Background: an optimization exercise with open tools, aiming at small area. Do not read the settings as production practice.
The RTL was checked by simulation tests, not by an equivalence proof against the original design.
No activity file was given, so power comes from the tool's default toggle rates.

==> flow/design.v <==
module rx_ppram #(
    parameter int unsigned BUF_NUM = 2,
    parameter int unsigned ADDR_W  = 8
) (
    input  logic              clk,
    input  logic              reset,
    input  logic [7:0]        wr_byte,
    input  logic [ADDR_W-1:0] wr_addr,
    input  logic              wr_clk,
    input  logic [7:0]        wr_flags,
    input  logic              switch,
    input  logic              clr,
    input  logic [ADDR_W-1:0] rd_addr,
    output logic [7:0]        rd_byte,
    output logic [7:0]        rd_flags,
    output logic              rd_valid,
    input  logic              rd_done,
    output logic              rx_lost,
    output logic [7:0]        lost_cnt,
    output logic [3:0]        buf_free
);
    localparam int unsigned IDX_W    = (BUF_NUM > 1) ? $clog2(BUF_NUM) : 1;
    localparam int unsigned DEPTH    = 2 ** ADDR_W;
    localparam logic [IDX_W-1:0] LAST_IDX = IDX_W'(BUF_NUM - 1);
    logic [7:0] mem       [0:BUF_NUM*DEPTH-1];
    logic [7:0] flags_mem [0:BUF_NUM-1];
    logic [IDX_W-1:0] wr_idx_q, wr_idx_d;
    logic [IDX_W-1:0] rd_idx_q, rd_idx_d;
    logic [IDX_W-1:0] ready_cnt_q, ready_cnt_d;
    logic [IDX_W-1:0] cnt_rel;
    logic [7:0]       rd_byte_q;
    logic [7:0]       rd_flags_q, rd_flags_d;
    logic             rd_valid_q;
    logic             rx_lost_q;
    logic             rel_act;
    logic             commit_ok;
    logic             commit_lost;
    function automatic logic [IDX_W-1:0] idx_inc(input logic [IDX_W-1:0] idx);
        if (idx == LAST_IDX) idx_inc = {IDX_W{1'b0}};
        else                 idx_inc = idx + 1'b1;
    endfunction
    always_comb begin
        rel_act     = rd_done & rd_valid_q & ~clr;
        cnt_rel     = ready_cnt_q - IDX_W'(rel_act);
        commit_ok   = switch & ~clr & (cnt_rel < LAST_IDX);
        commit_lost = switch & ~clr & ~(cnt_rel < LAST_IDX);
        wr_idx_d    = wr_idx_q;
        rd_idx_d    = rd_idx_q;
        ready_cnt_d = ready_cnt_q;
        if (clr) begin
            wr_idx_d    = '0;
            rd_idx_d    = '0;
            ready_cnt_d = '0;
        end else begin
            if (commit_ok) wr_idx_d = idx_inc(wr_idx_q);
            if (rel_act)   rd_idx_d = idx_inc(rd_idx_q);
            unique case ({commit_ok, rel_act})
                2'b10:   ready_cnt_d = ready_cnt_q + 1'b1;
                2'b01:   ready_cnt_d = ready_cnt_q - 1'b1;
                default: ready_cnt_d = ready_cnt_q;
            endcase
        end
        rd_flags_d = flags_mem[rd_idx_d];
        if (clr) begin
            rd_flags_d = 8'h00;
        end else if (commit_ok && (rd_idx_d == wr_idx_q)) begin
            rd_flags_d = wr_flags;
        end
    end
    always_ff @(posedge clk or posedge reset) begin
        if (reset) begin
            wr_idx_q    <= '0;
            rd_idx_q    <= '0;
            ready_cnt_q <= '0;
            rd_flags_q  <= 8'h00;
            rd_valid_q  <= 1'b0;
            rx_lost_q   <= 1'b0;
        end else begin
            wr_idx_q    <= wr_idx_d;
            rd_idx_q    <= rd_idx_d;
            ready_cnt_q <= ready_cnt_d;
            rd_flags_q  <= rd_flags_d;
            rd_valid_q  <= (ready_cnt_d != '0);
            rx_lost_q   <= commit_lost;
        end
    end
    always_ff @(posedge clk) begin
        if (wr_clk)    mem[{wr_idx_q, wr_addr}] <= ~wr_byte;
        if (commit_ok) flags_mem[wr_idx_q]    <= wr_flags;
    end
    logic [BUF_NUM*DEPTH-1:0] rd_sel_n;
    logic [7:0]               rd_byte_d;
    logic [63:0]              grp_n [0:7];
    always_comb begin
        for (int i = 0; i < BUF_NUM*DEPTH; i++)
            rd_sel_n[i] = ({rd_idx_q, rd_addr} != (IDX_W+ADDR_W)'(i));
    end
    for (genvar b = 0; b < 8; b++) begin : g_bit
        for (genvar g = 0; g < 64; g++) begin : g_grp
            logic [7:0] dn;
            for (genvar r = 0; r < 8; r++) begin : g_row
                assign dn[r] = mem[g*8+r][b];
            end
            rxp_grp8 u_grp (.d_n(dn), .s_n(rd_sel_n[g*8 +: 8]), .hit_n(grp_n[b][g]));
        end
        assign rd_byte_d[b] = ~&grp_n[b];
    end
    always_ff @(posedge clk or posedge reset) begin
        if (reset) begin
            rd_byte_q <= 8'h00;
        end else begin
            rd_byte_q <= rd_byte_d;
        end
    end
    logic [7:0] lost_cnt_q;
    always_ff @(posedge clk or posedge reset) begin
        if (reset) begin
            lost_cnt_q <= 8'h00;
        end else if (clr) begin
            lost_cnt_q <= 8'h00;
        end else if (commit_lost && (lost_cnt_q != 8'hff)) begin
            lost_cnt_q <= lost_cnt_q + 8'd1;
        end
    end
    assign lost_cnt = lost_cnt_q;
    assign rd_byte  = rd_byte_q;
    assign rd_flags = rd_flags_q;
    assign rd_valid = rd_valid_q;
    assign rx_lost  = rx_lost_q;
    assign buf_free = 4'(BUF_NUM - 1) - 4'(ready_cnt_q);
endmodule
module rxp_grp8 (
    input  logic [7:0] d_n,
    input  logic [7:0] s_n,
    output logic       hit_n
);
    assign hit_n = &(d_n | s_n);
endmodule
Settings: LEC_CHECK=0, CAP_MARGIN=20, CORE_MARGIN=2, CORE_UTILIZATION=70, PLACE_DENSITY=0.8, SLEW_MARGIN=20, SYNTH_HIERARCHICAL=1; clock period 8.0 ns.
standard.sh (not shown) runs the stock make flow with config.mk's settings and CLKGATE_MAP_FILE= SYNTH_SCRIPT=/design/flow/synth_recipe.tcl, a recipe that flattens the netlist after the stock synthesis.
==> flow/flow/run.sh <==
#!/bin/bash
# Own layout flow: the standard synthesis, then area recovery on the synthesized netlist
# (downsize.tcl), then the standard layout with a clock tree built from mid-size buffers in
# larger clusters and without dummy loads. Each tool's output goes to a log file here.
set -euo pipefail
bash standard.sh synth > synth.log 2>&1
DS_DB=orfs/results/${FLOW_PLATFORM}/rx_ppram/base/1_synth.odb \
  openroad -no_init -exit -no_splash flow/downsize.tcl > downsize.log 2>&1
export CTS_ARGS="-sink_clustering_enable -repair_clock_nets -dont_use_dummy_load -sink_clustering_size 16 -sink_clustering_max_diameter 60 -buf_list sky130_fd_sc_hd__clkbuf_8"
bash standard.sh > layout.log 2>&1
==> flow/flow/downsize.tcl <==
# Area recovery after synthesis: give every combinational cell the smallest-area variant of
# its own function (same name apart from the drive-strength suffix, same pins). Registers are
# left as synthesis made them. Placement and the later repair steps re-buffer and upsize where
# slew, capacitance or timing need it.
set db_file $::env(DS_DB)
read_db $db_file
set db [ord::get_db]
set lib_masters {}
foreach lib [$db getLibs] {
  foreach m [$lib getMasters] { lappend lib_masters $m }
}
array set best {}
foreach m $lib_masters {
  set n [$m getName]
  if {![regexp {^(sky130_fd_sc_hd__[a-z0-9]+)_([0-9]+)$} $n -> base sz]} continue
  set a [expr {[$m getWidth] * [$m getHeight]}]
  if {![info exists best($base)] || $a < [lindex $best($base) 1]} {
    set best($base) [list $m $a]
  }
}
set skip {^sky130_fd_sc_hd__(df|edf|sdf|sedf|dl|sdl|conb|tap|fill|decap|diode|lpflow|probe|clk)}
set n_swapped 0
set block [[$db getChip] getBlock]
foreach inst [$block getInsts] {
  set m [$inst getMaster]
  set n [$m getName]
  if {[regexp $skip $n]} continue
  if {![regexp {^(sky130_fd_sc_hd__[a-z0-9]+)_([0-9]+)$} $n -> base sz]} continue
  if {![info exists best($base)]} continue
  set bm [lindex $best($base) 0]
  if {[$bm getName] eq $n} continue
  if {[expr {[$bm getWidth] * [$bm getHeight]}] >= [expr {[$m getWidth] * [$m getHeight]}]} continue
  if {[$inst swapMaster $bm]} { incr n_swapped }
}
puts "downsize: swapped $n_swapped instances"
write_db $db_file
The baseline completed without violations.
Edit:
--- a/flow/design.v
+++ b/flow/design.v
@@ -86,23 +86,27 @@
     end
     always_ff @(posedge clk) begin
-        if (wr_clk)    mem[{wr_idx_q, wr_addr}] <= ~wr_byte;
+        if (wr_clk)    mem[{wr_idx_q, wr_addr}] <= wr_byte;
         if (commit_ok) flags_mem[wr_idx_q]    <= wr_flags;
     end
-    logic [BUF_NUM*DEPTH-1:0] rd_sel_n;
-    logic [7:0]               rd_byte_d;
-    logic [63:0]              grp_n [0:7];
+    localparam int unsigned ROWS = BUF_NUM * DEPTH;
+    localparam int unsigned NGRP = (ROWS + 2) / 3;
+    logic [ROWS-1:0] rd_sel;
+    logic [7:0]      rd_byte_d;
     always_comb begin
-        for (int i = 0; i < BUF_NUM*DEPTH; i++)
-            rd_sel_n[i] = ({rd_idx_q, rd_addr} != (IDX_W+ADDR_W)'(i));
+        for (int i = 0; i < ROWS; i++)
+            rd_sel[i] = ({rd_idx_q, rd_addr} == (IDX_W+ADDR_W)'(i));
     end
     for (genvar b = 0; b < 8; b++) begin : g_bit
-        for (genvar g = 0; g < 64; g++) begin : g_grp
-            logic [7:0] dn;
-            for (genvar r = 0; r < 8; r++) begin : g_row
-                assign dn[r] = mem[g*8+r][b];
+        logic [NGRP-1:0] grp_n;
+        for (genvar g = 0; g < NGRP; g++) begin : g_grp
+            if (3*g + 3 <= ROWS) begin : g_full
+                rxp_aoi3 u_aoi (.d({mem[3*g+2][b], mem[3*g+1][b], mem[3*g][b]}),
+                                .s(rd_sel[3*g +: 3]), .y_n(grp_n[g]));
+            end else begin : g_tail
+                rxp_aoi2 u_aoi (.d({mem[3*g+1][b], mem[3*g][b]}), .s(rd_sel[3*g +: 2]),
+                                .y_n(grp_n[g]));
             end
-            rxp_grp8 u_grp (.d_n(dn), .s_n(rd_sel_n[g*8 +: 8]), .hit_n(grp_n[b][g]));
         end
-        assign rd_byte_d[b] = ~&grp_n[b];
+        assign rd_byte_d[b] = ~&grp_n;
     end
     always_ff @(posedge clk or posedge reset) begin
@@ -130,9 +134,16 @@
     assign buf_free = 4'(BUF_NUM - 1) - 4'(ready_cnt_q);
 endmodule
-module rxp_grp8 (
-    input  logic [7:0] d_n,
-    input  logic [7:0] s_n,
-    output logic       hit_n
+module rxp_aoi3 (
+    input  logic [2:0] d,
+    input  logic [2:0] s,
+    output logic       y_n
 );
-    assign hit_n = &(d_n | s_n);
+    assign y_n = ~|(d & s);
 endmodule
+module rxp_aoi2 (
+    input  logic [1:0] d,
+    input  logic [1:0] s,
+    output logic       y_n
+);
+    assign y_n = ~|(d & s);
+endmodule
What happened:
- With this change the flow finished but fails on max-slew violations
- wire length is lower slightly
- register-to-register slack gets worse by 640 ps
- clock skew is higher by 3.1 ps
- worst setup slack gets worse by 400 ps
- non-clock buffer count is lower by 34
- cell count is lower by a little under a tenth
- synthesized cell count is lower by roughly a tenth
- die area is lower slightly
- area after synthesis is lower slightly
- fmax is lower by a few percent
- first-iteration DRC count is higher by well over a third
- worst hold slack gets better by 15 ps
- design area is lower slightly
- combinational power is lower by a few percent

[static timing again, ports no longer ideal]
In the flow no input, the clock included, has a driving cell. The finished layouts below were timed again as built, in two steps.
Step 1 (the two cells are an assumption about what drives the block):
set clk [get_ports {clk}]
set_driving_cell -lib_cell sky130_fd_sc_hd__clkbuf_16 $clk
set_driving_cell -lib_cell sky130_fd_sc_hd__buf_2 [delete_from_list [all_inputs] $clk]
Step 2 moves the port delays by t, midway between the first and last clock arrival at a register: inputs arrive t later, outputs are due t later. That takes back most of the time a late clock gives input paths.
a / b / c = ideal ports / drivers / drivers and shift; a / b = the first two.
run | t, ns | slack for setup (ns) | hold WS [ns] | worst setup path at the end
the first run | 1.166 | 2.240 / 2.311 / 1.145 | 0.595 / 0.595 / 0.595 | input to register
the second run | 1.158 | 1.842 / 1.900 / 0.742 | 0.610 / 0.610 / 0.610 | input to register
For the second run, which loses most, drivers alone change the setup slack by +0.058 ns; drivers and shift together by -1.100 ns.
